This is an optimization exercise on Yosys and OpenROAD, whose aim is small area, a short achievable clock period and few clock cycles, not a production implementation. The RTL was checked by simulation tests, not by an equivalence proof against the original design. No activity file was given, so power comes from the tool's default toggle rates.

--- flow/flow/run.sh ---
#!/bin/bash
# Standard layout, with timing repair aimed well below the clock period
cp standard.sh standard_sh_copy.log
export SETUP_SLACK_MARGIN=9.0
bash standard.sh > standard.log 2>&1
--- flow/standard.sh ---
#!/bin/bash
# synth_recipe.tcl (not shown) runs the flow's synth.tcl, then flattens the netlist and writes it again
# the make line also repeats each setting of config.mk as NAME=value (left out here)
make -C /OpenROAD-flow-scripts/flow DESIGN_CONFIG=/design/flow/config.mk WORK_HOME=/design/flow/orfs CLKGATE_MAP_FILE= SYNTH_SCRIPT=/design/flow/synth_recipe.tcl "${@:-finish}"
--- flow/config.mk ---
export PLATFORM = sky130hd
export DESIGN_NAME = equity_top
export DESIGN_NICKNAME = equity_top
export VERILOG_FILES = /design/flow/design.v
export SDC_FILE = /design/flow/constraint.sdc
export NUM_CORES = 4
export LEC_CHECK = 0
export CAP_MARGIN = 20
export CORE_MARGIN = 2
export CORE_UTILIZATION = 55
export SLEW_MARGIN = 20
--- flow/constraint.sdc ---
create_clock -name core_clock -period 12.5 [get_ports {clock}]
set_input_delay 2.5000 -clock core_clock [delete_from_list [all_inputs] [get_ports {clock}]]
set_output_delay 2.5000 -clock core_clock [all_outputs]
set_load 0.01 [all_outputs]
--- flow/design.v ---
`timescale 1ns/1ns
module equity_regs
(
	input  logic                        clock,
	input  logic                        rst_n,
	input  logic                        awvalid,
	output logic                        awready,
	input  logic [5-1:0]          awaddr,
	input  logic                        wvalid,
	output logic                        wready,
	input  logic [32-1:0]          wdata,
	output logic                        bvalid,
	input  logic                        bready,
	output logic [1:0]                  bresp,
	input  logic                        arvalid,
	output logic                        arready,
	input  logic [5-1:0]          araddr,
	output logic                        rvalid,
	input  logic                        rready,
	output logic [32-1:0]          rdata,
	output logic [1:0]                  rresp,
	input  logic                        fin,        
	input  logic                        fin_bad,    
	input  logic [10-1:0]           win_count,
	input  logic [10-1:0]           nl_count,   
	output logic                        go,         
	output logic                        err,        
	output logic [32-1:0]          hole_word,
	output logic [32-1:0]          flop_word
);
	localparam logic [1:0] RESP_OKAY   = 2'b00;
	localparam logic [1:0] RESP_SLVERR = 2'b10;
	localparam logic [2:0] IDX_CTRL   = 3'(5'h00 >> 2);
	localparam logic [2:0] IDX_STATUS = 3'(5'h04 >> 2);
	localparam logic [2:0] IDX_HOLE   = 3'(5'h08 >> 2);
	localparam logic [2:0] IDX_FLOP   = 3'(5'h0C >> 2);
	localparam logic [2:0] IDX_WIN    = 3'(5'h10 >> 2);
	localparam logic [2:0] IDX_TIE    = 3'(5'h14 >> 2);
	localparam logic [2:0] IDX_LOSS   = 3'(5'h18 >> 2);
	localparam logic [2:0] IDX_BOARDS = 3'(5'h1C >> 2);
	logic [32-1:0] hole_q;
	logic [32-1:0] flop_q;
	logic               busy;
	logic               done_flag;
	logic               err_flag;
	logic               wr_hs;  
	logic               wr_ok;
	logic               rd_hs;
	logic               rd_ok;
	logic [2:0]         wr_idx;
	logic [2:0]         rd_idx;
	logic [32-1:0] rd_word;
	logic [10-1:0]  tie_count;
	logic [10-1:0]  loss_count;
	logic [10-1:0]  board_count;
	assign awready = !bvalid;  
	assign wready  = !bvalid;
	assign arready = !rvalid;  
	assign wr_hs   = awvalid && wvalid && !bvalid;
	assign rd_hs   = arvalid && !rvalid;
	assign wr_idx = awaddr[5-1:2];
	assign rd_idx = araddr[5-1:2];
	assign rd_ok  = araddr[1:0] == 2'b00;  
	assign wr_ok = awaddr[1:0] == 2'b00 && !busy
		&& (wr_idx == IDX_CTRL || wr_idx == IDX_HOLE || wr_idx == IDX_FLOP);
	assign go    = wr_hs && wr_ok && wr_idx == IDX_CTRL && wdata[0];
	assign hole_word = hole_q;
	assign flop_word = flop_q;
	assign err       = err_flag;
	always_ff @(posedge clock)
	begin
		if (!rst_n)
		begin
			bvalid    <= 1'b0;
			rvalid    <= 1'b0;
			busy      <= 1'b0;
			done_flag <= 1'b0;
			err_flag  <= 1'b0;
		end
		else
		begin
			if (wr_hs)
				bvalid <= 1'b1;
			else if (bready)
				bvalid <= 1'b0;
			if (rd_hs)
				rvalid <= 1'b1;
			else if (rready)
				rvalid <= 1'b0;
			if (go)
			begin
				busy      <= 1'b1;
				done_flag <= 1'b0;
				err_flag  <= 1'b0;
			end
			else if (fin)
			begin
				busy      <= 1'b0;
				done_flag <= 1'b1;
				err_flag  <= fin_bad;
			end
		end
	end
	always_ff @(posedge clock)
	begin
		if (wr_hs)
			bresp <= wr_ok ? RESP_OKAY : RESP_SLVERR;
		if (wr_hs && wr_ok && wr_idx == IDX_HOLE)
			hole_q <= wdata;
		if (wr_hs && wr_ok && wr_idx == IDX_FLOP)
			flop_q <= wdata;
		if (rd_hs)
		begin
			rdata <= rd_word;
			rresp <= rd_ok ? RESP_OKAY : RESP_SLVERR;
		end
	end
	assign tie_count   = nl_count - win_count;
	assign loss_count  = err_flag ? '0 : 10'(990) - nl_count;
	assign board_count = err_flag ? '0 : 10'(990);
	always_comb
	begin
		rd_word = '0;
		if (rd_ok)
			case (rd_idx)
				IDX_STATUS: rd_word = 32'({err_flag, done_flag, busy});
				IDX_HOLE:   rd_word = hole_q;
				IDX_FLOP:   rd_word = flop_q;
				IDX_WIN:    rd_word = 32'(win_count);
				IDX_TIE:    rd_word = 32'(tie_count);
				IDX_LOSS:   rd_word = 32'(loss_count);
				IDX_BOARDS: rd_word = 32'(board_count);
				default:    rd_word = '0;
			endcase
	end
endmodule
`timescale 1ns/1ns
module board_enumerator
(
	input  logic                  clock,
	input  logic                  rst_n,
	input  logic                  go,
	input  logic [32-1:0]    hole_word,
	input  logic [32-1:0]    flop_word,
	output logic [4*13-1:0] base0,     
	output logic [4*13-1:0] base1,
	output logic [1:0]            cand,      
	output logic [1:0]            k4,        
	output logic [1:0]            k5,        
	output logic [7:0]            fmax,      
	output logic                  same,      
	output logic [1:0]            pv,        
	output logic                  first,     
	output logic                  fin,       
	output logic                  fin_bad,   
	output logic [2*13-1:0] one,       
	output logic [2*13-1:0] two,       
	output logic [1:0]            eqab,      
	output logic [9:0]            live_a,    
	output logic [9:0]            live_b,
	output logic [11:0]           fcmp       
);
	localparam logic [3:0] TOP = 4'(13 - 1);
	logic [5:0]          card [7];  
	logic [13-1:0] oh [7];    
	logic [3:0]          sh [7];    
	logic                cfg_bad_n;
	logic                cfg_bad;   
	logic                dup_seen;  
	logic [3:0]          spec;      
	logic                valid_b;
	logic [3:0]          ge3_n [2];
	logic [3:0]          ge4_n [2];
	logic [3:0]          eq5_n [2];
	logic [3:0]          ge3 [2];   
	logic [3:0]          fm_n [2];  
	logic [4*13-1:0] base_n [2];
	for (genvar i = 0; i < 4; i++)
	begin : g_hole
		assign card[i] = hole_word[8*i +: 6];
	end
	for (genvar i = 0; i < 3; i++)
	begin : g_flop
		assign card[4+i] = flop_word[8*i +: 6];
	end
	always_comb
	begin
		cfg_bad_n = 1'b0;
		for (int i = 0; i < 7; i++)
		begin
			if (card[i][3:0] > TOP)
				cfg_bad_n = 1'b1;
			for (int r = 0; r < 13; r++)
				oh[i][r] = card[i][3:0] == 4'(r);
			for (int s = 0; s < 4; s++)
				sh[i][s] = card[i][5:4] == 2'(s);
		end
	end
	function automatic logic [2:0] ones4(input logic [3:0] v);
		case (v)
			4'b0000:                                     ones4 = 3'd0;
			4'b0001, 4'b0010, 4'b0100, 4'b1000:          ones4 = 3'd1;
			4'b0111, 4'b1011, 4'b1101, 4'b1110:          ones4 = 3'd3;
			4'b1111:                                     ones4 = 3'd4;
			default:                                     ones4 = 3'd2;
		endcase
	endfunction
	for (genvar p = 0; p < 2; p++)
	begin : g_player
		logic       f1, f2, f3, h1, h2;
		always_comb
		begin
			for (int r = 0; r < 13; r++)
			begin
				f1 = oh[4][r] || oh[5][r] || oh[6][r];
				f2 = (oh[4][r] && oh[5][r]) || (oh[4][r] && oh[6][r]) || (oh[5][r] && oh[6][r]);
				f3 = oh[4][r] && oh[5][r] && oh[6][r];
				h1 = oh[2*p][r] || oh[2*p+1][r];
				h2 = oh[2*p][r] && oh[2*p+1][r];
				base_n[p][4*r]   = f1 || h1;
				base_n[p][4*r+1] = f2 || (f1 && h1) || h2;
				base_n[p][4*r+2] = f3 || (f2 && h1) || (f1 && h2);
				base_n[p][4*r+3] = (f3 && h1) || (f2 && h2);
			end
			for (int s = 0; s < 4; s++)
			begin
				f1 = sh[4][s] || sh[5][s] || sh[6][s];
				f2 = (sh[4][s] && sh[5][s]) || (sh[4][s] && sh[6][s]) || (sh[5][s] && sh[6][s]);
				f3 = sh[4][s] && sh[5][s] && sh[6][s];
				h1 = sh[2*p][s] || sh[2*p+1][s];
				h2 = sh[2*p][s] && sh[2*p+1][s];
				ge3_n[p][s] = f3 || (f2 && h1) || (f1 && h2);
				ge4_n[p][s] = (f3 && h1) || (f2 && h2);
				eq5_n[p][s] = f3 && h2;
			end
		end
	end
	function automatic logic [3:0] top16(input logic [15:0] m);
		logic [1:0] t4 [4];
		logic [3:0] any4;
		for (int i = 0; i < 4; i++)
		begin
			any4[i] = |m[4*i +: 4];
			t4[i]   = m[4*i+3] ? 2'd3 : m[4*i+2] ? 2'd2 : m[4*i+1] ? 2'd1 : 2'd0;
		end
		top16 = any4[3] ? {2'd3, t4[3]} : any4[2] ? {2'd2, t4[2]} : any4[1] ? {2'd1, t4[1]} : {2'd0, t4[0]};
	endfunction
	always_comb
	begin
		logic [6:0]          in_a;
		logic [13-1:0] fl;
		logic [13-1:0] m0;
		logic [13-1:0] m1;
		for (int i = 0; i < 7; i++)
			in_a[i] = |(sh[i] & ge3[0]);
		for (int r = 0; r < 13; r++)
		begin
			fl[r] = (oh[4][r] && in_a[4]) || (oh[5][r] && in_a[5]) || (oh[6][r] && in_a[6]);
			m0[r] = fl[r] || (oh[0][r] && in_a[0]) || (oh[1][r] && in_a[1]);
			m1[r] = fl[r] || (oh[2][r] && in_a[2]) || (oh[3][r] && in_a[3]);
		end
		fm_n[0] = top16(16'(m0));
		fm_n[1] = top16(16'(m1));
	end
	always_ff @(posedge clock)
	begin
		cfg_bad <= cfg_bad_n;
		base0   <= base_n[0];
		base1   <= base_n[1];
		ge3[0]  <= ge3_n[0];
		ge3[1]  <= ge3_n[1];
		k4      <= {|ge4_n[1], |ge4_n[0]};
		k5      <= {|eq5_n[1], |eq5_n[0]};
		fmax    <= {fm_n[1], fm_n[0]};
	end
	assign cand    = {|ge3[1], |ge3[0]};
	assign same    = |(ge3[0] & ge3[1]);
	assign valid_b = cand[1] && !same;
	assign spec    = ge3[0] | ge3[1];
	function automatic logic [4:0] occ_of(input logic [3:0] x, input logic [41:0] cs, input logic [27:0] ss);
		logic [3:0] seen;
		logic       dup;
		seen = '0;
		dup  = 1'b0;
		for (int i = 0; i < 7; i++)
		begin
			dup  = dup || (|(seen & ss[4*i +: 4]) && cs[6*i +: 4] == x);
			seen = seen | ({4{cs[6*i +: 4] == x}} & ss[4*i +: 4]);
		end
		occ_of = {dup, seen};
	endfunction
	logic [41:0] cs;
	logic [27:0] ss;
	logic [1:0]  dup_a;
	always_comb
		for (int i = 0; i < 7; i++)
		begin
			cs[6*i +: 6] = card[i];
			ss[4*i +: 4] = sh[i];
		end
	function automatic logic [4:0] live_of(input logic [3:0] occ, input logic [3:0] sp,
		input logic [3:0] sa, input logic [3:0] sb, input logic vb);
		live_of = {ones4(~occ & ~sp), vb && |(sb & ~occ), |(sa & ~occ)};
	endfunction
	logic [1:0] run;    
	logic [7:0] a;      
	logic [7:0] b;
	logic [1:0] lane_fin;
	for (genvar l = 0; l < 2; l++)
	begin : g_lane
		localparam logic [3:0] A0   = l == 0 ? 4'd0 : 4'd4;   
		localparam logic [3:0] AEND = l == 0 ? 4'd3 : TOP;    
		logic [3:0] la;
		logic [3:0] lb;
		logic [4:0] oa;
		logic [4:0] ob;
		logic [3:0] m0;
		logic [3:0] m1;
		assign la = a[4*l +: 4];
		assign lb = b[4*l +: 4];
		assign oa = occ_of(la, cs, ss);
		assign ob = occ_of(lb, cs, ss);
		assign dup_a[l] = oa[4];
		assign lane_fin[l] = run[l] && la == AEND && lb == TOP;
		assign m0 = fmax[3:0];
		assign m1 = fmax[7:4];
		always_ff @(posedge clock)
		begin
			if (!rst_n)
			begin
				run[l] <= 1'b0;
				pv[l]  <= 1'b0;
			end
			else
			begin
				if (go)
					run[l] <= 1'b1;
				else if (lane_fin[l])
					run[l] <= 1'b0;
				pv[l] <= run[l];
			end
		end
		always_ff @(posedge clock)
		begin
			if (!run[l] || lane_fin[l])
			begin
				a[4*l +: 4] <= A0;
				b[4*l +: 4] <= A0;
			end
			else if (lb == TOP)
			begin
				a[4*l +: 4] <= la + 4'd1;
				b[4*l +: 4] <= la + 4'd1;
			end
			else
				b[4*l +: 4] <= lb + 4'd1;
		end
		always_ff @(posedge clock)
		begin
			for (int r = 0; r < 13; r++)
			begin
				one[13*l + r] <= la == 4'(r) || lb == 4'(r);
				two[13*l + r] <= la == 4'(r) && lb == 4'(r);
			end
			eqab[l]            <= la == lb;
			live_a[5*l +: 5]   <= live_of(oa[3:0], spec, ge3[0], ge3[1], valid_b);
			live_b[5*l +: 5]   <= live_of(ob[3:0], spec, ge3[0], ge3[1], valid_b);
			fcmp[6*l +: 6] <= {m0 > m1 && m0 > lb, m0 == m1 || (lb >= m0 && lb >= m1),
				m0 > m1 && m0 > la, m0 == m1 || (la >= m0 && la >= m1),
				m0 > m1, m0 == m1};
		end
	end
	always_ff @(posedge clock)
	begin
		if (!rst_n)
			fin <= 1'b0;
		else
			fin <= lane_fin[0];
		first   <= run[0] && a[3:0] == 4'd0 && b[3:0] == 4'd0;
		fin_bad <= cfg_bad || dup_seen || dup_a[0];
	end
	always_ff @(posedge clock)
	begin
		if (!rst_n || go)
			dup_seen <= 1'b0;
		else
			dup_seen <= dup_seen || (run[0] && dup_a[0]) || (run[1] && dup_a[1]);
	end
endmodule
`timescale 1ns/1ns
module hand_ranker
(
	input  logic [4*13-1:0] base,      
	input  logic [13-1:0]   one,       
	input  logic [13-1:0]   two,       
	output logic [6:0]            strength
);
	localparam logic [2:0] CAT_HIGH       = 3'd0;
	localparam logic [2:0] CAT_PAIR       = 3'd1;
	localparam logic [2:0] CAT_TWO_PAIR   = 3'd2;
	localparam logic [2:0] CAT_TRIPS      = 3'd3;
	localparam logic [2:0] CAT_STRAIGHT   = 3'd4;
	localparam logic [2:0] CAT_FULL_HOUSE = 3'd6;
	localparam logic [2:0] CAT_QUADS      = 3'd7;
	logic [13-1:0] present;
	logic [13-1:0] pair;     
	logic [13-1:0] trip;     
	logic [13-1:0] quad;
	logic [13-1:0] str_top;  
	logic                has_trip;
	logic                has_trip2;
	logic                has_pair;
	logic                has_pair2;
	logic [3:0]          top_quad;
	logic [3:0]          top_trip;
	logic [3:0]          top_pair;
	logic [3:0]          top_str;
	logic [3:0]          top_high;
	always_comb
	begin
		for (int r = 0; r < 13; r++)
		begin
			logic b1, b2, b3, b4;
			logic t2, t3, t4;
			b1 = base[4*r];
			b2 = base[4*r+1];
			b3 = base[4*r+2];
			b4 = base[4*r+3];
			present[r] = b1 || one[r];
			t2 = b2 || (b1 && one[r]) || two[r];
			t3 = b3 || (b2 && one[r]) || (b1 && two[r]);
			t4 = b4 || (b3 && one[r]) || (b2 && two[r]);
			pair[r] = t2 && !t3;
			trip[r] = t3 && !t4;
			quad[r] = t4;
		end
	end
	always_comb
	begin
		str_top = '0;
		str_top[3] = present[13-1] && &present[3:0];
		for (int t = 4; t < 13; t++)
			str_top[t] = &present[t -: 5];
	end
	function automatic logic [1:0] any_two(input logic [15:0] m);
		logic [7:0] any1, two1;
		logic [3:0] any2, two2;
		logic [1:0] any3, two3;
		for (int i = 0; i < 8; i++)
		begin
			any1[i] = m[2*i] || m[2*i+1];
			two1[i] = m[2*i] && m[2*i+1];
		end
		for (int i = 0; i < 4; i++)
		begin
			any2[i] = any1[2*i] || any1[2*i+1];
			two2[i] = two1[2*i] || two1[2*i+1] || (any1[2*i] && any1[2*i+1]);
		end
		for (int i = 0; i < 2; i++)
		begin
			any3[i] = any2[2*i] || any2[2*i+1];
			two3[i] = two2[2*i] || two2[2*i+1] || (any2[2*i] && any2[2*i+1]);
		end
		any_two = {two3[0] || two3[1] || (any3[0] && any3[1]), any3[0] || any3[1]};
	endfunction
	function automatic logic [3:0] top16(input logic [15:0] m);
		logic [1:0] t4 [4];
		logic [3:0] any4;
		for (int i = 0; i < 4; i++)
		begin
			any4[i] = |m[4*i +: 4];
			t4[i]   = m[4*i+3] ? 2'd3 : m[4*i+2] ? 2'd2 : m[4*i+1] ? 2'd1 : 2'd0;
		end
		top16 = any4[3] ? {2'd3, t4[3]} : any4[2] ? {2'd2, t4[2]} : any4[1] ? {2'd1, t4[1]} : {2'd0, t4[0]};
	endfunction
	assign {has_trip2, has_trip} = any_two(16'(trip));
	assign {has_pair2, has_pair} = any_two(16'(pair));
	assign top_quad = top16(16'(quad));
	assign top_trip = top16(16'(trip));
	assign top_pair = top16(16'(pair));
	assign top_str  = top16(16'(str_top));
	assign top_high = top16(16'(present));
	always_comb
	begin
		if (|quad)
			strength = {CAT_QUADS, top_quad};
		else if (has_trip && (has_pair || has_trip2))
			strength = {CAT_FULL_HOUSE, top_trip};
		else if (|str_top)
			strength = {CAT_STRAIGHT, top_str};
		else if (has_trip)
			strength = {CAT_TRIPS, top_trip};
		else if (has_pair2)
			strength = {CAT_TWO_PAIR, top_pair};
		else if (has_pair)
			strength = {CAT_PAIR, top_pair};
		else
			strength = {CAT_HIGH, top_high};
	end
endmodule
`timescale 1ns/1ns
module pair_tally
(
	input  logic              clock,
	input  logic              rst_n,
	input  logic              pv,
	input  logic              eqab,
	input  logic [5:0]        fcmp,       
	input  logic [4:0]        live_a,     
	input  logic [4:0]        live_b,
	input  logic [13:0]       strength,   
	input  logic [1:0]        cand,
	input  logic [1:0]        k4,
	input  logic [1:0]        k5,
	input  logic              same,
	output logic              v2,
	output logic [13:0]       win_part,   
	output logic [13:0]       nl_part     
);
	localparam int T_N = 0;
	localparam int T_A = 1;
	localparam int T_B = 2;
	localparam int C_NN = 0;
	localparam int C_NA = 1;
	localparam int C_NB = 2;
	localparam int C_AN = 3;
	localparam int C_AA = 4;
	localparam int C_AB = 5;
	localparam int C_BN = 6;
	localparam int C_BA = 7;
	localparam int C_BB = 8;
	logic        v1;
	logic [13:0] nf1;
	logic [4:0]  w_nn1;
	logic [1:0]  w_na1, w_nb1, w_an1, w_bn1;
	logic [3:0]  w_x1;    
	logic [5:0]  fcmp1;   
	logic [4:0]  w_nn;
	logic [1:0]  w_na, w_nb, w_an, w_bn;
	logic [3:0]  w_x;
	logic [13:0] win_n;
	logic [13:0] nl_n;
	always_ff @(posedge clock)
	begin
		if (!rst_n)
		begin
			v1 <= 1'b0;
			v2 <= 1'b0;
		end
		else
		begin
			v1 <= pv;
			v2 <= v1;
		end
	end
	function automatic logic [4:0] pairs(input logic [2:0] x, input logic [2:0] y, input logic one_rank);
		if (one_rank)
			case (x)
				3'd2:    pairs = 5'd1;
				3'd3:    pairs = 5'd3;
				3'd4:    pairs = 5'd6;
				default: pairs = 5'd0;
			endcase
		else
			pairs = 5'(x * y);
	endfunction
	always_comb
	begin
		logic [2:0] na, nb;
		logic       aa, ab, ba, bb;  
		na = live_a[4:2];
		nb = live_b[4:2];
		aa = live_a[0];
		ba = live_a[1];
		ab = live_b[0];
		bb = live_b[1];
		w_nn = pairs(na, nb, eqab);
		if (!eqab)
		begin
			w_na = 2'(na & {3{ab}});
			w_nb = 2'(na & {3{bb}});
			w_an = 2'(nb & {3{aa}});
			w_bn = 2'(nb & {3{ba}});
			w_x  = {ba && bb, ba && ab, aa && bb, aa && ab};
		end
		else
		begin
			w_na = '0;
			w_nb = '0;
			w_an = 2'(na & {3{aa}});
			w_bn = 2'(na & {3{ba}});
			w_x  = {1'b0, 1'b0, aa && ba, 1'b0};
		end
	end
	always_ff @(posedge clock)
	begin
		nf1     <= strength;
		w_nn1   <= w_nn;
		w_na1   <= w_na;
		w_nb1   <= w_nb;
		w_an1   <= w_an;
		w_bn1   <= w_bn;
		w_x1    <= w_x;
		fcmp1   <= fcmp;
		win_part <= win_n;
		nl_part  <= nl_n;
	end
	function automatic logic [1:0] cmp7(input logic [6:0] x, input logic [6:0] y);
		logic [6:0] g, e;
		logic       gt;
		g  = x & ~y;
		e  = ~(x ^ y);
		gt = 1'b0;
		for (int i = 0; i < 7; i++)
		begin
			logic t;
			t = g[i];
			for (int j = i + 1; j < 7; j++)
				t = t && e[j];
			gt = gt || t;
		end
		cmp7 = {gt, &e};
	endfunction
	logic [8:0] win_c;
	logic [8:0] nl_c;
	always_comb
	begin
		logic [6:0] s0, s1;
		logic       lo0, lo1, gt, eq;
		logic       in0a, in0b, in1a, in1b;
		logic [1:0] c0, c1;
		logic       f0, f1, fl0, fl1;
		logic       win, tie;
		s0  = nf1[6:0];
		s1  = nf1[13:7];
		lo0 = !(s0[6] && s0[5]);  
		lo1 = !(s1[6] && s1[5]);
		{gt, eq} = cmp7(s0, s1);
		for (int ta = 0; ta < 3; ta++)
			for (int tb = 0; tb < 3; tb++)
			begin
				in0a = ta == T_A;
				in0b = tb == T_A;
				in1a = (ta == T_A && same) || ta == T_B;
				in1b = (tb == T_A && same) || tb == T_B;
				c0 = 2'(in0a) + 2'(in0b);
				c1 = 2'(in1a) + 2'(in1b);
				f0 = cand[0] && (k5[0] || (k4[0] && c0 != 2'd0) || c0 == 2'd2);
				f1 = cand[1] && (k5[1] || (k4[1] && c1 != 2'd0) || c1 == 2'd2);
				fl0 = f0 && lo0;
				fl1 = f1 && lo1;
				if (fl0 && fl1)
				begin
					if (in0b)
						{win, tie} = fcmp1[5:4];
					else if (in0a)
						{win, tie} = fcmp1[3:2];
					else
						{win, tie} = fcmp1[1:0];
				end
				else if (fl0)
				begin
					win = lo1;
					tie = 1'b0;
				end
				else if (fl1)
				begin
					win = !lo0;
					tie = 1'b0;
				end
				else
				begin
					win = gt;
					tie = eq;
				end
				win_c[ta*3+tb] = win;
				nl_c[ta*3+tb]  = win || tie;
			end
	end
	function automatic logic [13:0] parts(input logic [8:0] hit,
		input logic [4:0] nn, input logic [1:0] na, input logic [1:0] nb,
		input logic [1:0] an, input logic [1:0] bn, input logic [3:0] x);
		logic [2:0] sa, sb, s1;
		sa = (hit[C_NA] ? 3'(na) : 3'd0) + (hit[C_NB] ? 3'(nb) : 3'd0);
		sb = (hit[C_AN] ? 3'(an) : 3'd0) + (hit[C_BN] ? 3'(bn) : 3'd0);
		s1 = 3'(hit[C_AA] && x[0]) + 3'(hit[C_AB] && x[1]) + 3'(hit[C_BA] && x[2]) + 3'(hit[C_BB] && x[3]);
		parts = {sa, sb, s1, hit[C_NN] ? nn : 5'd0};
	endfunction
	assign win_n = parts(win_c, w_nn1, w_na1, w_nb1, w_an1, w_bn1, w_x1);
	assign nl_n  = parts(nl_c, w_nn1, w_na1, w_nb1, w_an1, w_bn1, w_x1);
endmodule
module outcome_tally
(
	input  logic                          clock,
	input  logic                          rst_n,
	input  logic [2-1:0]           pv,
	input  logic                          first,      
	input  logic                          fin,
	input  logic                          err,        
	input  logic [2-1:0]           eqab,
	input  logic [6*2-1:0]         fcmp,
	input  logic [5*2-1:0]         live_a,     
	input  logic [5*2-1:0]         live_b,
	input  logic [14*2-1:0]        strength,   
	input  logic [1:0]                    cand,
	input  logic [1:0]                    k4,
	input  logic [1:0]                    k5,
	input  logic                          same,
	output logic [10-1:0]             win_count,
	output logic [10-1:0]             nl_count    
);
	logic [2-1:0] v2;
	logic [13:0]         win_part [2];
	logic [13:0]         nl_part [2];
	logic                v3;
	logic [5:0]          win_inc;
	logic [5:0]          nl_inc;
	logic                first1, first2, first3;
	logic                last1, last2, last3;
	for (genvar l = 0; l < 2; l++)
	begin : g_lane
		pair_tally i_lane
		(
			.clock    (clock),
			.rst_n    (rst_n),
			.pv       (pv[l]),
			.eqab     (eqab[l]),
			.fcmp     (fcmp[6*l +: 6]),
			.live_a   (live_a[5*l +: 5]),
			.live_b   (live_b[5*l +: 5]),
			.strength (strength[14*l +: 14]),
			.cand     (cand),
			.k4       (k4),
			.k5       (k5),
			.same     (same),
			.v2       (v2[l]),
			.win_part (win_part[l]),
			.nl_part  (nl_part[l])
		);
	end
	always_ff @(posedge clock)
	begin
		if (!rst_n)
		begin
			last1 <= 1'b0;
			last2 <= 1'b0;
			last3 <= 1'b0;
			v3    <= 1'b0;
		end
		else
		begin
			last1 <= fin;
			last2 <= last1;
			last3 <= last2;
			v3    <= v2[0];
		end
		first1 <= first;
		first2 <= first1;
		first3 <= first2;
	end
	function automatic logic [5:0] lane_sum(input logic [13:0] p);
		lane_sum = 6'(p[4:0]) + 6'(p[7:5]) + 6'(p[10:8]) + 6'(p[13:11]);
	endfunction
	always_ff @(posedge clock)
	begin
		win_inc <= (v2[0] ? lane_sum(win_part[0]) : 6'd0) + (v2[1] ? lane_sum(win_part[1]) : 6'd0);
		nl_inc  <= (v2[0] ? lane_sum(nl_part[0]) : 6'd0) + (v2[1] ? lane_sum(nl_part[1]) : 6'd0);
	end
	always_ff @(posedge clock)
	begin
		if (v3)
		begin
			if (last3 && err)
			begin
				win_count <= '0;
				nl_count  <= '0;
			end
			else if (first3)
			begin
				win_count <= 10'(win_inc);
				nl_count  <= 10'(nl_inc);
			end
			else
			begin
				win_count <= win_count + 10'(win_inc);
				nl_count  <= nl_count + 10'(nl_inc);
			end
		end
	end
endmodule
`timescale 1ns/1ns
module equity_top
(
	input  logic               clock,
	input  logic               rst_n,
	input  logic               awvalid,
	output logic               awready,
	input  logic [5-1:0] awaddr,
	input  logic               wvalid,
	output logic               wready,
	input  logic [32-1:0] wdata,
	output logic               bvalid,
	input  logic               bready,
	output logic [1:0]         bresp,
	input  logic               arvalid,
	output logic               arready,
	input  logic [5-1:0] araddr,
	output logic               rvalid,
	input  logic               rready,
	output logic [32-1:0] rdata,
	output logic [1:0]         rresp
);
	logic                          go;
	logic                          err;
	logic                          fin;
	logic                          fin_bad;
	logic                          first;
	logic [32-1:0]            hole_word;
	logic [32-1:0]            flop_word;
	logic [4*13-1:0]         base0;
	logic [4*13-1:0]         base1;
	logic [1:0]                    cand;
	logic [1:0]                    k4;
	logic [1:0]                    k5;
	logic [7:0]                    fmax;
	logic                          same;
	logic [2-1:0]           pv;
	logic [2-1:0]           eqab;
	logic [6*2-1:0]         fcmp;
	logic [13*2-1:0]  one;
	logic [13*2-1:0]  two;
	logic [5*2-1:0]         live_a;
	logic [5*2-1:0]         live_b;
	logic [14*2-1:0]        strength;
	logic [10-1:0]             win_count;
	logic [10-1:0]             nl_count;
	logic                          fin1;      
	logic                          fin_bad1;
	always_ff @(posedge clock)
	begin
		if (!rst_n)
			fin1 <= 1'b0;
		else
			fin1 <= fin;
		fin_bad1 <= fin_bad;
	end
	equity_regs i_regs
	(
		.clock     (clock),
		.rst_n     (rst_n),
		.awvalid   (awvalid),
		.awready   (awready),
		.awaddr    (awaddr),
		.wvalid    (wvalid),
		.wready    (wready),
		.wdata     (wdata),
		.bvalid    (bvalid),
		.bready    (bready),
		.bresp     (bresp),
		.arvalid   (arvalid),
		.arready   (arready),
		.araddr    (araddr),
		.rvalid    (rvalid),
		.rready    (rready),
		.rdata     (rdata),
		.rresp     (rresp),
		.fin       (fin1),
		.fin_bad   (fin_bad1),
		.win_count (win_count),
		.nl_count  (nl_count),
		.go        (go),
		.err       (err),
		.hole_word (hole_word),
		.flop_word (flop_word)
	);
	board_enumerator i_enum (.*);
	for (genvar l = 0; l < 2; l++)
	begin : g_lane
		hand_ranker i_rank0
		(
			.base     (base0),
			.one      (one[13*l +: 13]),
			.two      (two[13*l +: 13]),
			.strength (strength[14*l +: 7])
		);
		hand_ranker i_rank1
		(
			.base     (base1),
			.one      (one[13*l +: 13]),
			.two      (two[13*l +: 13]),
			.strength (strength[14*l+7 +: 7])
		);
	end
	outcome_tally i_tally (.*);
endmodule
==> results_tabular.tex, run 1 <==
\begin{tabular}{lr}
\hline
Metric & Value \\
\hline
\multicolumn{2}{l}{\textbf{Run status}} \\
Run status & finished clean \\
\multicolumn{2}{l}{\textbf{Worst setup path}} \\
Setup CP Type & reg -> out \\
Arrival time at the worst endpoint & roughly 1.3 ns \\
Master of the slowest instance on the critical path & sky130\_fd\_sc\_hd\_\_edfxtp\_1 \\
Number of buffer and inverter instances along the worst setup path & 1 \\
Maximum fanout along the worst path & 1 \\
Cell family with most CP delay & flip-flops \\
Worst EP required & $\sim$10 ns \\
CP Capture Type & output port \\
Critical path cell sequence & buf\_2 \\
Critical Path Max Stage Delay & $\sim$0.43 ns \\
Launching element type of the critical path & flop \\
\multicolumn{2}{l}{\textbf{STA}} \\
Worst Max-Slew Pin Slew & around 1.3 ns \\
Minimum clock period after layout & between 3 and 4 ns \\
Worst setup skew after layout & 0.0434 ns \\
Final critical-path share of the clock period & 0.300 \\
Final setup margin & about 8.8 ns \\
Final setup viols & 0 \\
Worst hold slack & 0.322 ns \\
Number of endpoints with negative hold slack in the final report & 0 \\
Final setup TNS & 0 ns \\
Slew headroom & 0.146 \\
RSZ-0062 raised after global routing & yes \\
Final max-slew violation count & 0 \\
Maximum clock rate & roughly 270 MHz \\
\multicolumn{2}{l}{\textbf{Synthesis}} \\
Number of synthesized flops with an enable pin & roughly 120 \\
\#FFs+latches synth & approximately 510 \\
Average instance area after synthesis & 8.17 µm² \\
Netlist area before placement & about 35000 µm² \\
Post-synth ARST share & 0 \\
Distinct cells, synth & between 90 and 100 \\
Part of the Yosys area used for sequential elements & 0.322 \\
Flip-flop cell with the highest count after synthesis & sky130\_fd\_sc\_hd\_\_dfxtp\_1 \\
Largest area contributor in the netlist & sky130\_fd\_sc\_hd\_\_dfxtp\_1 \\
Warnings, synthesis & 24 \\
Post-synth top area share & 0.222 \\
Number of cells produced by synthesis & approximately 4300 \\
Area contributors post-synth & sky130\_fd\_sc\_hd\_\_dfxtp\_1 22\%, sky130\_fd\_sc\_hd\_\_edfxtp\_1 10\%, sky130\_fd\_sc\_hd\_\_ha\_1 5.5\%, sky130\_fd\_sc\_hd\_\_nor2\_1 5.0\%, sky130\_fd\_sc\_hd\_\_a21oi\_1 4.4\% \\
\multicolumn{2}{l}{\textbf{Floorplan}} \\
Starting utilization of the core area & 0.557 \\
Placement Rows & 92 \\
Die area & about 66000 µm² \\
Placeable Area & $\sim$63000 µm² \\
IO Pins & 90 \\
Die Width & around 260 µm \\
Height of the chip & 257 µm \\
\multicolumn{2}{l}{\textbf{Clock tree}} \\
TritonCTS sink count & 508 \\
Cell at the root of the clock tree & sky130\_fd\_sc\_hd\_\_clkbuf\_16 \\
H-Tree Level Count & 2 \\
Number of clock buffers inserted by TritonCTS & 53 \\
Insertion delay of the later-clocked pin in the worst-skew pair & between 0.6 and 0.7 ns \\
Clock Tree Buf Depth & 3 \\
Clk slew on worst S/H paths & 0.06 ns \\
Clock tree from TritonCTS & yes \\
\multicolumn{2}{l}{\textbf{Power}} \\
Total chip power & approximately 3.5 mW \\
Leakage power figure & about 16 nW \\
Cell area power density & 89.2 nW/µm² \\
Peak ir drop on the vdd network & approximately 0.16 mV \\
\multicolumn{2}{l}{\textbf{Placement}} \\
Quantity of I/O buffers inserted on ports & 87 \\
Half-perimeter wire length after placement & roughly 100000 µm \\
Pre-CTS setup slack & about 7.5 ns \\
Final weighted congestion in routability-driven placement & $\sim$1.1 \\
\multicolumn{2}{l}{\textbf{Cells and area}} \\
Layout cells sized above 1 & 0.0954 \\
Commonest non-fill, non-tap cells in the layout & 461 x sky130\_fd\_sc\_hd\_\_nor2\_1, 395 x sky130\_fd\_sc\_hd\_\_nand2\_1, 366 x sky130\_fd\_sc\_hd\_\_dfxtp\_1 \\
Nets & 4512 \\
Final core utilization & 0.619 \\
Commonest non-fill, non-tap cell in the layout & sky130\_fd\_sc\_hd\_\_nor2\_1 \\
Number of fill cells in the layout & 5588 \\
Area added between synthesis and finish & 11.1\% \\
\multicolumn{2}{l}{\textbf{GRT}} \\
Global-route wire length before repair & about 200000 µm \\
Antenna violations before repair & 3 \\
Overflow left after global routing & 0 \\
Total Routing Usage GR & 0.389 \\
Via count of the first global-routing pass & 31600 \\
Maximum number of pins on one net before global-route repair & 33 \\
\multicolumn{2}{l}{\textbf{Drt}} \\
Routed via count & about 34000 \\
DR WL/cell & between 20 and 30 µm \\
Post-detailed-routing wire length & $\sim$130000 µm \\
Violation count after the first detailed-routing iteration & approximately 3600 \\
Post-route antenna net violation count & 0 \\
Total DRC errors in the routed layout & 0 \\
Detailed-routing iteration count for the pre-antenna-repair pass & 6 \\
Average vias per placed instance & about 6.6 \\
\multicolumn{2}{l}{\textbf{Run}} \\
Number of max-cap violations & 0 \\
\multicolumn{2}{l}{\textbf{Min path}} \\
Type of the tightest min-delay check & reg -> reg \\
\hline
\end{tabular}
## flip-flops by register name, indices dropped and copies added (netlist names), 10 cells and up
| signal | flops |
|---|---|
| i_enum.base0 | 52 |
| i_tally.g_lane.i_lane.nl_part | 28 |
| i_tally.g_lane.i_lane.nf1 | 28 |
| i_enum.fcmp | 10 |
| i_tally.g_lane.i_lane.win_part | 28 |
| i_enum.base1 | 52 |
| i_tally.nl_count | 10 |
| i_tally.g_lane.i_lane.w_nn1 | 10 |
| i_regs.flop_q | 32 |
| i_enum.one | 26 |
| i_tally.g_lane.i_lane.fcmp1 | 10 |
| i_regs.rdata | 32 |
| i_regs.hole_q | 32 |
| i_enum.live_a | 10 |
| i_tally.win_count | 10 |
| i_enum.live_b | 10 |
| i_enum.two | 26 |
## cell families after synthesis
family,Yosys count,share of synthesized area
buf+inv,399,0.0444
simple gates,1639,0.231
fa+ha+maj,217,0.0856
xor+xnor,194,0.0483
mux,34,0.0134
compound gates,1319,0.255
flops,508,0.322
other cells,1,0.000107
## path summary, 6_finish.rpt
| check | startpoint | end | slack [ns] | cells after the start |
|---|---|---|---|---|
| setup reg to reg | i_regs.flop_q[0] | i_enum.live_b[8] | 9.03 | 9 |
| hold reg to reg | i_enum.fcmp[4] | i_tally.g_lane[0].i_lane.fcmp1[4] | 0.32 | 0 |
| hold / removal | i_enum.fcmp[4] | i_tally.g_lane[0].i_lane.fcmp1[4] | 0.32 | 0 |
| setup / recovery | i_regs.rdata[2] | rdata[2] | 8.75 | 1 |
## where the power goes
part / leakage [nW] / internal, mW / switching (mW)
Sequential: 4.28 / 1.69 / 0.00787
Combinational: 10.8 / 0.0396 / 0.0482
Clock: 0.927 / 0.986 / 0.719
Total: 16.0 / 2.71 / 0.775
## layout make-up
| cell class | instances | area, µm² | share of cell area |
|---|---|---|---|
| Multi-Input combinational cell | 3409 | 22800 | 0.584 |
| Tap cell | 846 | 1060 | 0.0271 |
| Inverter | 125 | 469 | 0.0120 |
| Clock inverter | 27 | 362 | 0.00925 |
| Timing Repair Buffer | 165 | 1450 | 0.0371 |
| Clock buffer | 72 | 1550 | 0.0397 |
| Sequential cell | 508 | 11400 | 0.291 |
| Antenna cell | 2 | 5.00 | 0.000128 |
## cells in the mapped netlist (69+ instances only)
master,number
sky130_fd_sc_hd__xor2_1,108
sky130_fd_sc_hd__nor2b_1,103
sky130_fd_sc_hd__xnor2_1,86
sky130_fd_sc_hd__a22oi_1,79
sky130_fd_sc_hd__a211oi_1,74
sky130_fd_sc_hd__o21ai_0,219
sky130_fd_sc_hd__a21oi_1,313
sky130_fd_sc_hd__nand2_1,396
sky130_fd_sc_hd__nand2b_1,69
sky130_fd_sc_hd__a21o_1,90
sky130_fd_sc_hd__ha_1,156
sky130_fd_sc_hd__edfxtp_1,118
sky130_fd_sc_hd__nand3_1,98
sky130_fd_sc_hd__nor2_1,467
sky130_fd_sc_hd__dfxtp_1,390
sky130_fd_sc_hd__inv_1,125
sky130_fd_sc_hd__nor3_1,102
sky130_fd_sc_hd__clkbuf_1,223
sky130_fd_sc_hd__and2_1,123
## through the flow
step,cells,cell area [µm²]
after floorplan,4312,35500
after detailed placement,5009,36500
after global placement,5008,36500
after global routing,5152,39100
final,5154,39100
after CTS,5137,38700
## timing repair
item / CTS / global route
gates resized for setup: 227 / 61
setup buffers: 23 / 14
hold endpoints to repair: 0 / 0
hold buffers: 0 / 0
endpoints found under the setup margin: 202 / 155
pin swaps: 10 / 9
gates cloned: 6 / 1
## metal layers
metal | track usage | routed length [µm]
met1 | 0.464 | 50000
met2 | 0.631 | 59800
met3 | 0.0735 | 11400
met4 | 0.278 | 11300
met5 | 0 | 31
Testbench counts, summed over its fixed seeds: cycles 6,144.
==> run 2, diff against run 1 <==
--- a/flow/config.mk
+++ b/flow/config.mk
@@ -8,4 +8,4 @@
 export CAP_MARGIN = 20
 export CORE_MARGIN = 2
-export CORE_UTILIZATION = 55
+export CORE_UTILIZATION = 30
 export SLEW_MARGIN = 20
==> results_tabular.tex, run 2 <==
\begin{tabular}{lr}
\hline
Metric & Value \\
\hline
\multicolumn{2}{l}{\textbf{Run status}} \\
Run status & finished clean \\
\multicolumn{2}{l}{\textbf{Synthesis}} \\
Warnings, synthesis & 24 (unchanged) \\
\#FFs+latches synth & 508 (unchanged) \\
Netlist area before placement & 35200 µm² (unchanged) \\
Most frequent cells after synthesis & 467 x sky130\_fd\_sc\_hd\_\_nor2\_1, 396 x sky130\_fd\_sc\_hd\_\_nand2\_1, 390 x sky130\_fd\_sc\_hd\_\_dfxtp\_1, 313 x sky130\_fd\_sc\_hd\_\_a21oi\_1, 223 x sky130\_fd\_sc\_hd\_\_clkbuf\_1 \\
Average instance area after synthesis & 8.17 µm² (unchanged) \\
Count leader, synth & sky130\_fd\_sc\_hd\_\_nor2\_1 \\
Largest area contributor in the netlist & sky130\_fd\_sc\_hd\_\_dfxtp\_1 \\
Distinct cells, synth & 98 (unchanged) \\
Post-synth ARST share & 0 (unchanged) \\
Post-synth top area share & 0.222 (unchanged) \\
Number of cells produced by synthesis & 4311 (unchanged) \\
Area contributors post-synth & sky130\_fd\_sc\_hd\_\_dfxtp\_1 22\%, sky130\_fd\_sc\_hd\_\_edfxtp\_1 10\%, sky130\_fd\_sc\_hd\_\_ha\_1 5.5\%, sky130\_fd\_sc\_hd\_\_nor2\_1 5.0\%, sky130\_fd\_sc\_hd\_\_a21oi\_1 4.4\% \\
Part of the Yosys area used for sequential elements & 0.322 (unchanged) \\
Number of synthesized flops with an enable pin & 118 (unchanged) \\
Flip-flop cell with the highest count after synthesis & sky130\_fd\_sc\_hd\_\_dfxtp\_1 \\
\multicolumn{2}{l}{\textbf{STA}} \\
RSZ-0062 raised after global routing & yes \\
Final setup TNS & 0 ns (unchanged) \\
Final setup viols & 0 (unchanged) \\
Maximum clock rate & 264 MHz (-1.2\%) \\
Final max-slew violation count & 0 (unchanged) \\
Final critical-path share of the clock period & 0.304 (+0.00365) \\
Slew headroom & 0.218 (+0.0719) \\
Worst Max-Slew Pin Slew & 1.16 ns (-0.107 ns) \\
Minimum clock period after layout & 3.79 ns (+0.0456 ns) \\
Number of endpoints with negative hold slack in the final report & 0 (unchanged) \\
Worst setup skew after layout & 0.0512 ns (+0.00775 ns) \\
\multicolumn{2}{l}{\textbf{Floorplan}} \\
Die area & 120000 µm² (+82\%) \\
Placeable Area & 116000 µm² (+84\%) \\
Placement Rows & 125 (+36\%) \\
Starting utilization of the core area & 0.303 (-0.255) \\
IO Pins & 90 (unchanged) \\
Height of the chip & 347 µm (+35\%) \\
Die Width & 347 µm (+35\%) \\
\multicolumn{2}{l}{\textbf{GRT}} \\
Global-route wire length before repair & 201000 µm (+2.8\%) \\
Total Routing Usage GR & 0.219 (-0.170) \\
Overflow left after global routing & 0 (unchanged) \\
Antenna violations before repair & 1 (-2) \\
Via count of the first global-routing pass & 31500 (-0.24\%) \\
Maximum number of pins on one net before global-route repair & 33 (unchanged) \\
\multicolumn{2}{l}{\textbf{Drt}} \\
Average vias per placed instance & 5.81 (-12\%) \\
Post-route antenna net violation count & 0 (unchanged) \\
DR WL/cell & 23.5 µm (-8.6\%) \\
Routed via count & 33900 (-0.094\%) \\
Violation count after the first detailed-routing iteration & 3399 (-5.1\%) \\
Total DRC errors in the routed layout & 0 (unchanged) \\
Post-detailed-routing wire length & 137000 µm (+3.4\%) \\
Detailed-routing iteration count for the pre-antenna-repair pass & 7 (+1) \\
\multicolumn{2}{l}{\textbf{Min path}} \\
Type of the tightest min-delay check & reg -> reg \\
\multicolumn{2}{l}{\textbf{Clock tree}} \\
Number of clock buffers inserted by TritonCTS & 54 (+1.9\%) \\
Clk slew on worst S/H paths & 0.07 ns (about the same) \\
Clock tree from TritonCTS & yes \\
Cts hold-fix bufs & 0 (unchanged) \\
Clock Tree Buf Depth & 3 (unchanged) \\
Insertion delay of the later-clocked pin in the worst-skew pair & 0.67 ns (+0.02 ns) \\
H-Tree Level Count & 2 (unchanged) \\
Cell at the root of the clock tree & sky130\_fd\_sc\_hd\_\_clkbuf\_16 \\
TritonCTS sink count & 508 (unchanged) \\
\multicolumn{2}{l}{\textbf{Cells and area}} \\
Nets & 4512 (unchanged) \\
Largest registers & i\_enum.base0 (52), i\_enum.base1 (52) \\
Area of the multi-input gates & 22800 µm² (about the same) \\
Area added between synthesis and finish & 13.2\% \\
Number of fill cells in the layout & 12100 (+120\%) \\
Commonest non-fill, non-tap cell in the layout & sky130\_fd\_sc\_hd\_\_nor2\_1 \\
Count of non-filler cells in the finished layout & 5834 (+13\%) \\
Layout cells sized above 1 & 0.0968 (+0.00135) \\
Commonest non-fill, non-tap cells in the layout & 461 x sky130\_fd\_sc\_hd\_\_nor2\_1, 395 x sky130\_fd\_sc\_hd\_\_nand2\_1, 359 x sky130\_fd\_sc\_hd\_\_dfxtp\_1 \\
Sequential cell area & 11400 µm² (about the same) \\
\multicolumn{2}{l}{\textbf{Worst setup path}} \\
Critical path cell sequence & buf\_6 \\
Register-to-register setup slack & 9.02 ns (about the same) \\
CP Capture Type & output port \\
Critical Path Max Stage Delay & 0.46 ns (+0.03 ns) \\
Launching element type of the critical path & flop \\
Setup CP Type & reg -> out \\
Maximum fanout along the worst path & 1 (unchanged) \\
Cell family with most CP delay & flip-flops \\
Number of buffer and inverter instances along the worst setup path & 1 (unchanged) \\
Arrival time at the worst endpoint & 1.29 ns (+0.04 ns) \\
Master of the slowest instance on the critical path & sky130\_fd\_sc\_hd\_\_edfxtp\_1 \\
Worst EP required & 10.00 ns (about the same) \\
\multicolumn{2}{l}{\textbf{Power}} \\
Leakage power figure & 15.9 nW (-0.35\%) \\
Peak ir drop on the vdd network & 0.106 mV (-32\%) \\
Cell area power density & 87.2 nW/µm² (-2.3\%) \\
\multicolumn{2}{l}{\textbf{Placement}} \\
Half-perimeter wire length after placement & 104000 µm (+4.1\%) \\
Post-Place Cells & 5682 (+13\%) \\
Quantity of I/O buffers inserted on ports & 87 (unchanged) \\
Final weighted congestion in routability-driven placement & 1.02 (-5.9\%) \\
\multicolumn{2}{l}{\textbf{Run}} \\
Number of max-cap violations & 0 (unchanged) \\
\hline
\end{tabular}
==> run 2: cell counts after synthesis <==
Identical to the previous run, type by type.
==> run 2: path summary, 6_finish.rpt <==
check / from / endpoint / depth (start not counted)
max: i_regs.rdata[4] / rdata[4] / 1
min: i_enum.fcmp[5] / i_tally.g_lane[0].i_lane.fcmp1[5] / 0
max reg2reg: i_enum.base0[20] / i_tally.g_lane[0].i_lane.nf1[0] / 9
min reg2reg: i_enum.fcmp[5] / i_tally.g_lane[0].i_lane.fcmp1[5] / 0
==> run 2: cells by family after synthesis <==
| logic type | synth area share |
|---|---|
| xor gates and xnor gates | 0.0483 |
| muxes | 0.0134 |
| and+or+nand+nor | 0.231 |
| adders and majority gates | 0.0856 |
| other | 0.000107 |
| buffers and inverters | 0.0444 |
| DFF | 0.322 |
| AOI/OAI and AO/OA | 0.255 |
==> run 2: final cells by class <==
class                           count  share of cell area
Antenna cell                        2            0.000126
Clock buffer                       67              0.0374
Clock inverter                     35             0.00939
Inverter                          125              0.0118
Multi-Input combinational cell   3409               0.573
Sequential cell                   508               0.286
Tap cell                         1524              0.0479
Timing Repair Buffer              164              0.0341
==> run 2: layer usage <==
metal | routed length (µm) | vias to the layer above | GRT usage | share of wire
met5 | 0 | - | 0 | 0
met4 | 7700 | 0 | 0.114 | 0.056
met3 | 11300 | 334 | 0.0417 | 0.083
met2 | 60000 | 1609 | 0.345 | 0.44
met1 | 58000 | 16200 | 0.285 | 0.42
li1 | - | 15700 | - | -
==> run 2: timing repair <==
item                       4_1_cts  5_1_grt
setup buffers                   31       12
pin swaps                        9       11
gates resized for setup        235       60
cloned                           5        0
setup endpoints to repair      208      153
==> run 2: through the flow <==
step | setup slack [ns] | instance area, µm² | util | total power [mW] | hold slack (ns)
2_1_floorplan | 8.44 | 35500 | - | 1.78 | 0.310
4_1_cts | 8.66 | 39500 | 0.340 | 3.50 | 0.323
5_1_grt | 8.68 | 39800 | 0.342 | 3.57 | 0.324
6_report | 8.71 | 39800 | 0.342 | 3.47 | 0.320
3_5_place_dp | 7.29 | 37400 | 0.321 | 1.82 | 0.314
3_3_place_gp | 7.30 | 37400 | 0.321 | 1.82 | 0.313
==> run 2: report_power, final <==
part	leakage, nW	switching [mW]	internal, mW	total (mW)
sequential	4.28	0.00841	1.69	1.70
clock	0.892	0.758	0.929	1.69
combinational	10.8	0.0501	0.0400	0.0902
==> run 3, diff against run 2 <==
--- a/flow/design.v
+++ b/flow/design.v
@@ -155,5 +155,4 @@
 	output logic                  fin_bad,   
 	output logic [2*13-1:0] one,       
-	output logic [2*13-1:0] two,       
 	output logic [1:0]            eqab,      
 	output logic [9:0]            live_a,    
@@ -307,4 +306,8 @@
 	logic [7:0] b;
 	logic [1:0] lane_fin;
+	logic       m0_gt;
+	logic       m0_eq;
+	assign m0_gt = fmax[3:0] > fmax[7:4];
+	assign m0_eq = fmax[3:0] == fmax[7:4];
 	for (genvar l = 0; l < 2; l++)
 	begin : g_lane
@@ -317,4 +320,5 @@
 		logic [3:0] m0;
 		logic [3:0] m1;
+		logic       g0a, g1a, g0b, g1b;
 		assign la = a[4*l +: 4];
 		assign lb = b[4*l +: 4];
@@ -325,4 +329,8 @@
 		assign m0 = fmax[3:0];
 		assign m1 = fmax[7:4];
+		assign g0a = m0 > la;
+		assign g1a = m1 > la;
+		assign g0b = m0 > lb;
+		assign g1b = m1 > lb;
 		always_ff @(posedge clock)
 		begin
@@ -359,14 +367,10 @@
 		begin
 			for (int r = 0; r < 13; r++)
-			begin
 				one[13*l + r] <= la == 4'(r) || lb == 4'(r);
-				two[13*l + r] <= la == 4'(r) && lb == 4'(r);
-			end
 			eqab[l]            <= la == lb;
 			live_a[5*l +: 5]   <= live_of(oa[3:0], spec, ge3[0], ge3[1], valid_b);
 			live_b[5*l +: 5]   <= live_of(ob[3:0], spec, ge3[0], ge3[1], valid_b);
-			fcmp[6*l +: 6] <= {m0 > m1 && m0 > lb, m0 == m1 || (lb >= m0 && lb >= m1),
-				m0 > m1 && m0 > la, m0 == m1 || (la >= m0 && la >= m1),
-				m0 > m1, m0 == m1};
+			fcmp[6*l +: 6] <= {m0_gt && g0b, m0_eq || (!g0b && !g1b),
+				m0_gt && g0a, m0_eq || (!g0a && !g1a), m0_gt, m0_eq};
 		end
 	end
@@ -829,5 +833,4 @@
 	logic [6*2-1:0]         fcmp;
 	logic [13*2-1:0]  one;
-	logic [13*2-1:0]  two;
 	logic [5*2-1:0]         live_a;
 	logic [5*2-1:0]         live_b;
@@ -877,9 +880,11 @@
 	for (genvar l = 0; l < 2; l++)
 	begin : g_lane
+		logic [13-1:0] two;  
+		assign two = one[13*l +: 13] & {13{eqab[l]}};
 		hand_ranker i_rank0
 		(
 			.base     (base0),
 			.one      (one[13*l +: 13]),
-			.two      (two[13*l +: 13]),
+			.two      (two),
 			.strength (strength[14*l +: 7])
 		);
@@ -888,5 +893,5 @@
 			.base     (base1),
 			.one      (one[13*l +: 13]),
-			.two      (two[13*l +: 13]),
+			.two      (two),
 			.strength (strength[14*l+7 +: 7])
 		);
==> flow/flow/run.sh (replaced) <==
#!/bin/bash
# Standard layout, with timing repair aimed well below the clock period
cp standard.sh standard_sh_copy.log
export SETUP_SLACK_MARGIN=8.8
bash standard.sh > standard.log 2>&1
--- a/flow/config.mk
+++ b/flow/config.mk
@@ -6,4 +6,5 @@
 export NUM_CORES = 4
 export LEC_CHECK = 0
+export ABC_AREA = 1
 export CAP_MARGIN = 20
 export CORE_MARGIN = 2
==> results_tabular.tex, run 3 <==
\begin{tabular}{lr}
\hline
Metric & Value \\
\hline
\multicolumn{2}{l}{\textbf{Synthesis}} \\
Area contributors post-synth & sky130\_fd\_sc\_hd\_\_dfxtp\_1 22\%, sky130\_fd\_sc\_hd\_\_nand2\_1 12\%, sky130\_fd\_sc\_hd\_\_edfxtp\_1 11\%, sky130\_fd\_sc\_hd\_\_inv\_1 8.9\%, sky130\_fd\_sc\_hd\_\_nor2\_1 8.1\% \\
Count leader, synth & sky130\_fd\_sc\_hd\_\_nand2\_1 \\
Post-synth ARST share & 0 (unchanged) \\
Number of synthesized flops with an enable pin & 118 (unchanged) \\
Warnings, synthesis & 24 (unchanged) \\
Largest area contributor in the netlist & sky130\_fd\_sc\_hd\_\_dfxtp\_1 \\
Post-synth top area share & 0.218 (-0.00372) \\
Flip-flop cell with the highest count after synthesis & sky130\_fd\_sc\_hd\_\_dfxtp\_1 \\
\#FFs+latches synth & 482 (-5.1\%) \\
Netlist area before placement & 33400 µm² (-5.1\%) \\
Part of the Yosys area used for sequential elements & 0.324 (+0.00166) \\
Most frequent cells after synthesis & 1062 x sky130\_fd\_sc\_hd\_\_nand2\_1, 795 x sky130\_fd\_sc\_hd\_\_inv\_1, 723 x sky130\_fd\_sc\_hd\_\_nor2\_1, 364 x sky130\_fd\_sc\_hd\_\_dfxtp\_1, 321 x sky130\_fd\_sc\_hd\_\_a21oi\_1 \\
Distinct cells, synth & 69 (-30\%) \\
Number of cells produced by synthesis & 4932 (+14\%) \\
Average instance area after synthesis & 6.78 µm² (-17\%) \\
\multicolumn{2}{l}{\textbf{Worst setup path}} \\
Launching element type of the critical path & flop \\
Critical path cell sequence & buf\_2 \\
Worst reg2reg startpoint & i\_regs.hole\_q[29] \\
Beginning of the critical path & i\_regs.rdata[9] \\
Arrival time at the worst endpoint & 1.24 ns (-0.05 ns) \\
Register-to-register setup slack & 9.04 ns (+0.02 ns) \\
Depth of the most critical reg-to-reg path & 13 (+4) \\
End of the worst register-to-register path & i\_enum.fmax[4] \\
Master of the slowest instance on the critical path & sky130\_fd\_sc\_hd\_\_edfxtp\_1 \\
Number of buffer and inverter instances along the worst setup path & 1 (unchanged) \\
Critical Path Max Stage Delay & 0.42 ns (-0.04 ns) \\
Cell family with most CP delay & flip-flops \\
CP Capture Type & output port \\
Maximum fanout along the worst path & 1 (unchanged) \\
Setup CP Type & reg -> out \\
Worst EP required & 10.00 ns (about the same) \\
\multicolumn{2}{l}{\textbf{GRT}} \\
Via count of the first global-routing pass & 31100 (-1.3\%) \\
Maximum number of pins on one net before global-route repair & 34 (+3.0\%) \\
Total Routing Usage GR & 0.219 (-0.000420) \\
Global-route wire length before repair & 190000 µm (-5.7\%) \\
Antenna violations before repair & 1 (unchanged) \\
Overflow left after global routing & 0 (unchanged) \\
\multicolumn{2}{l}{\textbf{Floorplan}} \\
Placement Rows & 122 (-2.4\%) \\
IO Pins & 90 (unchanged) \\
Placeable Area & 111000 µm² (-5.0\%) \\
Die area & 114000 µm² (-5.0\%) \\
Starting utilization of the core area & 0.302 (about the same) \\
Die Width & 338 µm (-2.5\%) \\
Height of the chip & 338 µm (-2.5\%) \\
\multicolumn{2}{l}{\textbf{Cells and area}} \\
Ant. Diodes & 0 (-2) \\
Commonest non-fill, non-tap cells in the layout & 1060 x sky130\_fd\_sc\_hd\_\_nand2\_1, 785 x sky130\_fd\_sc\_hd\_\_inv\_1, 721 x sky130\_fd\_sc\_hd\_\_nor2\_1 \\
Area added between synthesis and finish & 13.3\% \\
Nets & 5279 (+17\%) \\
Commonest non-fill, non-tap cell in the layout & sky130\_fd\_sc\_hd\_\_nand2\_1 \\
Layout cells sized above 1 & 0.0659 (-0.0309) \\
Largest registers & i\_enum.base0 (52), i\_enum.base1 (52) \\
\multicolumn{2}{l}{\textbf{Placement}} \\
Quantity of I/O buffers inserted on ports & 87 (unchanged) \\
Half-perimeter wire length after placement & 104000 µm (+0.31\%) \\
Final weighted congestion in routability-driven placement & 1.04 (+1.5\%) \\
\multicolumn{2}{l}{\textbf{STA}} \\
Final setup TNS & 0 ns (unchanged) \\
Maximum clock rate & 267 MHz (+1.4\%) \\
Slew headroom & 0.236 (+0.0176) \\
Number of endpoints with negative hold slack in the final report & 0 (unchanged) \\
Worst setup skew after layout & 0.0536 ns (+0.00238 ns) \\
Final setup viols & 0 (unchanged) \\
RSZ-0062 raised after global routing & yes \\
Final critical-path share of the clock period & 0.299 (-0.00416) \\
Worst hold slack & 0.319 ns (-0.000783 ns) \\
Final max-slew violation count & 0 (unchanged) \\
Minimum clock period after layout & 3.74 ns (-0.0519 ns) \\
Worst Max-Slew Pin Slew & 1.14 ns (-0.0225 ns) \\
\multicolumn{2}{l}{\textbf{Clock tree}} \\
Number of clock buffers inserted by TritonCTS & 52 (-3.7\%) \\
Clk slew on worst S/H paths & 0.06 ns (about the same) \\
TritonCTS sink count & 482 (-5.1\%) \\
Insertion delay of the later-clocked pin in the worst-skew pair & 0.66 ns (about the same) \\
Clock tree from TritonCTS & yes \\
Cts hold-fix bufs & 0 (unchanged) \\
Clock Tree Buf Depth & 3 (unchanged) \\
H-Tree Level Count & 2 (unchanged) \\
Cell at the root of the clock tree & sky130\_fd\_sc\_hd\_\_clkbuf\_16 \\
\multicolumn{2}{l}{\textbf{Min path}} \\
WHS Endpoint & i\_tally.first3 \\
Source of the worst hold timing path & i\_tally.first2 \\
Cell depth of the worst min-delay path & 0 (unchanged) \\
Type of the tightest min-delay check & reg -> reg \\
\multicolumn{2}{l}{\textbf{Drt}} \\
Detailed-routing iteration count for the pre-antenna-repair pass & 6 (-1) \\
Post-route antenna net violation count & 0 (unchanged) \\
Total DRC errors in the routed layout & 0 (unchanged) \\
Violation count after the first detailed-routing iteration & 3389 (-0.29\%) \\
DR WL/cell & 19.4 µm (-17\%) \\
Average vias per placed instance & 5.10 (-12\%) \\
Routed via count & 33400 (-1.3\%) \\
Post-detailed-routing wire length & 127000 µm (-7.2\%) \\
\multicolumn{2}{l}{\textbf{Power}} \\
Leakage power figure & 18.0 nW (+13\%) \\
Peak ir drop on the vdd network & 0.0979 mV (-7.3\%) \\
Cell area power density & 87.5 nW/µm² (+0.46\%) \\
\multicolumn{2}{l}{\textbf{Run status}} \\
Run status & finished clean \\
\multicolumn{2}{l}{\textbf{Run}} \\
Number of max-cap violations & 0 (unchanged) \\
\hline
\end{tabular}
-- run 3: changes by cell type after synthesis, moves of 55 or more --
cell and change:
sky130_fd_sc_hd__inv_1 +670, sky130_fd_sc_hd__nand2_1 +666, sky130_fd_sc_hd__nor2_1 +256, sky130_fd_sc_hd__clkbuf_1 -205
sky130_fd_sc_hd__and2_1 -117, sky130_fd_sc_hd__nand3_1 +113, sky130_fd_sc_hd__nor2b_1 -103, sky130_fd_sc_hd__a21o_1 -84
sky130_fd_sc_hd__nand2b_1 -68, sky130_fd_sc_hd__o22ai_1 +61, sky130_fd_sc_hd__a211oi_1 -59, sky130_fd_sc_hd__a221oi_1 -55
-- run 3: area by class of cell --
class | count | area (µm²)
inverters | 836 | 3160
clock buffers | 63 | 1380
flip-flops and latches | 482 | 10800
clock inverters | 27 | 408
multi-input cells | 3538 | 19200
fillers | 12000 | 72600
well taps | 1488 | 1860
repair buffers | 119 | 1040
-- run 3: stage by stage --
stage / area (µm²) / total power [mW] / utilization / instances / setup WS, ns
floorplan: 33500 / 1.69 / - / 4933 / 8.06
global placement: 35900 / 1.73 / 0.325 / 6442 / 7.45
detailed placement: 35900 / 1.74 / 0.325 / 6442 / 7.37
CTS: 37800 / 3.35 / 0.342 / 6552 / 8.71
global route: 37900 / 3.43 / 0.343 / 6553 / 8.72
finish: 37900 / 3.32 / 0.343 / 6553 / 8.76
-- run 3: layer usage --
layer	global-route usage	share of wire
met5	0	0.000087
met2	0.330	0.42
met1	0.309	0.46
met4	0.0983	0.049
met3	0.0313	0.077
-- run 3: report_power, final --
| group | leakage (nW) | switching (mW) | internal [mW] |
|---|---|---|---|
| sequential | 4.06 | 0.00702 | 1.61 |
| combinational | 13.1 | 0.0520 | 0.0368 |
| clock | 0.874 | 0.691 | 0.922 |
-- run 3: worst max path at each step --
stage	to	slack (ns)	depth (start not counted)
final	rdata[9]	8.76	1
after CTS	rdata[12]	8.71	1
after global placement	i_regs.rdata[8]	7.45	9
after floorplan	i_regs.hole_q[0]	8.06	6
after detailed placement	i_regs.rdata[8]	7.37	9
after global routing	rdata[12]	8.72	1
-- run 3: logic make-up after synthesis --
family	synth area share
AND/OR/NAND/NOR	0.281
AO/OA/AOI/OAI	0.177
flip-flops	0.324
other	0.000112
adder cells (fa/ha/maj)	0.0854
buffers and inverters	0.106
XOR/XNOR	0.0262
-- run 3: what timing repair did --
action	4_1_cts	5_1_grt
buffers inserted	17	1
gates resized for setup	194	26
pin swaps	7	4
cloned	3	0
setup endpoints to repair	128	91
Testbench counts of run 3, summed over its fixed seeds: cycles 6,144.
==> run 4, diff against run 3 <==
--- a/flow/config.mk
+++ b/flow/config.mk
@@ -9,4 +9,4 @@
 export CAP_MARGIN = 20
 export CORE_MARGIN = 2
-export CORE_UTILIZATION = 30
+export CORE_UTILIZATION = 45
 export SLEW_MARGIN = 20
==> results_tabular.tex, run 4 <==
\begin{tabular}{lr}
\hline
Metric & Value \\
\hline
\multicolumn{2}{l}{\textbf{Run status}} \\
Run status & finished clean \\
\multicolumn{2}{l}{\textbf{Cells and area}} \\
Layout cells sized above 1 & 0.0668 (+0.000895) \\
Area added between synthesis and finish & 11.6\% \\
\multicolumn{2}{l}{\textbf{Worst setup path}} \\
Worst EP required & 10.00 ns (about the same) \\
Critical path cell sequence & buf\_6 \\
\multicolumn{2}{l}{\textbf{Synthesis}} \\
Part of the Yosys area used for sequential elements & 0.324 (unchanged) \\
Distinct cells, synth & 69 (unchanged) \\
Number of cells produced by synthesis & 4932 (unchanged) \\
\multicolumn{2}{l}{\textbf{Clock tree}} \\
Insertion delay of the later-clocked pin in the worst-skew pair & 0.64 ns (-0.02 ns) \\
H-Tree Level Count & 2 (unchanged) \\
Cts hold-fix bufs & 0 (unchanged) \\
\multicolumn{2}{l}{\textbf{GRT}} \\
Total Routing Usage GR & 0.317 (+0.0985) \\
Via count of the first global-routing pass & 30400 (-2.2\%) \\
\multicolumn{2}{l}{\textbf{Floorplan}} \\
Placement Rows & 99 (-19\%) \\
Height of the chip & 277 µm (-18\%) \\
Placeable Area & 73200 µm² (-34\%) \\
\multicolumn{2}{l}{\textbf{Power}} \\
Leakage power figure & 18.1 nW (+0.31\%) \\
Cell area power density & 91.1 nW/µm² (+4.0\%) \\
\multicolumn{2}{l}{\textbf{Drt}} \\
Post-route antenna net violation count & 0 (unchanged) \\
Average vias per placed instance & 5.59 (+9.6\%) \\
Detailed-routing iteration count for the pre-antenna-repair pass & 7 (+1) \\
Routed via count & 33700 (+0.83\%) \\
\multicolumn{2}{l}{\textbf{Min path}} \\
Type of the tightest min-delay check & reg -> reg \\
\hline
\end{tabular}
-- run 4: cell count changes in the layout (fill, tap and decap cells not counted), moves of 3 or more --
cell                             delta
sky130_fd_sc_hd__buf_2              +3
sky130_fd_sc_hd__buf_4              -4
sky130_fd_sc_hd__buf_6              -4
sky130_fd_sc_hd__clkbuf_1           +3
sky130_fd_sc_hd__clkbuf_16          +5
sky130_fd_sc_hd__clkbuf_2           -5
sky130_fd_sc_hd__clkinv_2          +10
sky130_fd_sc_hd__clkinv_4           -4
sky130_fd_sc_hd__clkinvlp_4         +4
sky130_fd_sc_hd__dlygate4sd2_1      -5
sky130_fd_sc_hd__dlymetal6s2s_1     +5
-- run 4: what timing repair did --
item / 4_1_cts / 5_1_grt
cloned: 1 / 3
pin swaps: 2 / 6
setup buffers: 3 / 13
resized for setup: 186 / 25
endpoints found under the setup margin: 135 / 86
-- run 4: path summary, 6_finish.rpt --
check,cells past startpoint,to,slack (ns),from
worst max-delay path,1,rdata[10],8.78,i_regs.rdata[10]
worst min-delay path,0,i_tally.g_lane[0].i_lane.fcmp1[1],0.33,i_enum.fcmp[1]
worst max register to register,15,i_enum.live_a[2],9.06,i_enum.a[0]
worst min register to register,0,i_tally.g_lane[0].i_lane.fcmp1[1],0.33,i_enum.fcmp[1]
-- run 4: final cells by class --
cell class                 instances  area, µm²
fill                            7389      35900
sequential                       482      10800
clock buffer                      66       1450
inverter                         836       3170
multi-input combinational       3538      19200
timing repair buffer             114        982
clock inverter                    36        473
tap                              959       1200
-- run 4: metrics by stage --
step / instance area [µm²] / util / hold WS, ns / total power [mW]
2_1_floorplan: 33500 / - / 0.310 / 1.69
3_3_place_gp: 35200 / 0.481 / 0.311 / 1.73
3_5_place_dp: 35200 / 0.481 / 0.312 / 1.73
4_1_cts: 37100 / 0.506 / 0.325 / 3.43
5_1_grt: 37300 / 0.509 / 0.329 / 3.50
6_report: 37300 / 0.509 / 0.326 / 3.40
-- run 4: worst reg2reg max path: cells and delay by family, from the launching register on --
kind | cells | cell delay, ns
AND/OR/NAND/NOR | 8 | 1.20
flip-flops | 1 | 0.84
buffers and inverters | 3 | 0.45
XOR/XNOR | 2 | 0.32
AO/OA/AOI/OAI | 1 | 0.28
adder cells (fa/ha/maj) | 1 | 0.24
-- run 4: metal layers --
metal | share of wire | track usage
met5 | 0 | 0
met4 | 0.036 | 0.111
met3 | 0.10 | 0.0575
met2 | 0.40 | 0.449
met1 | 0.46 | 0.478
-- run 4: where the power goes --
group	switching [mW]	internal, mW	leakage, nW
combinational	0.0502	0.0353	13.1
sequential	0.00734	1.61	4.06
clock	0.694	1.00	0.948
-- run 4: logic make-up (layout without fill, tap and decap cells) --
| group | after synthesis | in the layout | synth area share |
|---|---|---|---|
| fa+ha+maj | 201 | 201 | 0.0854 |
| simple gates | 2252 | 2253 | 0.281 |
| xor+xnor | 100 | 100 | 0.0262 |
| buf+inv | 914 | 1052 | 0.106 |
| compound gates | 982 | 982 | 0.177 |
| other cells | 1 | 2 | 0.000112 |
| flops | 482 | 482 | 0.324 |

==> port drivers added, routing unchanged <==
No port has a modelled driver above. Below, the same layouts with a new extraction and two added sets of constraints.
Step 1, drivers: a clkbuf_16 drives clock and a buf_2 each remaining input, both assumed.
Step 2 times the ports against the registers' clock, not the clock port: input delays grow and output delays shrink by t, the midpoint of the rising clock arrivals with the driver on.
Three values: no drivers, after step 1, after step 2; two values: the first two.
run | t, ns | setup slack, ns
run 1 | 0.700 | 8.751 / 8.679 / 8.290
run 2 | 0.716 | 8.705 / 8.636 / 8.262
run 3 | 0.703 | 8.757 / 8.691 / 8.182
run 4 | 0.684 | 8.777 / 8.708 / 8.232
After both steps setup and hold are still met in every run listed.
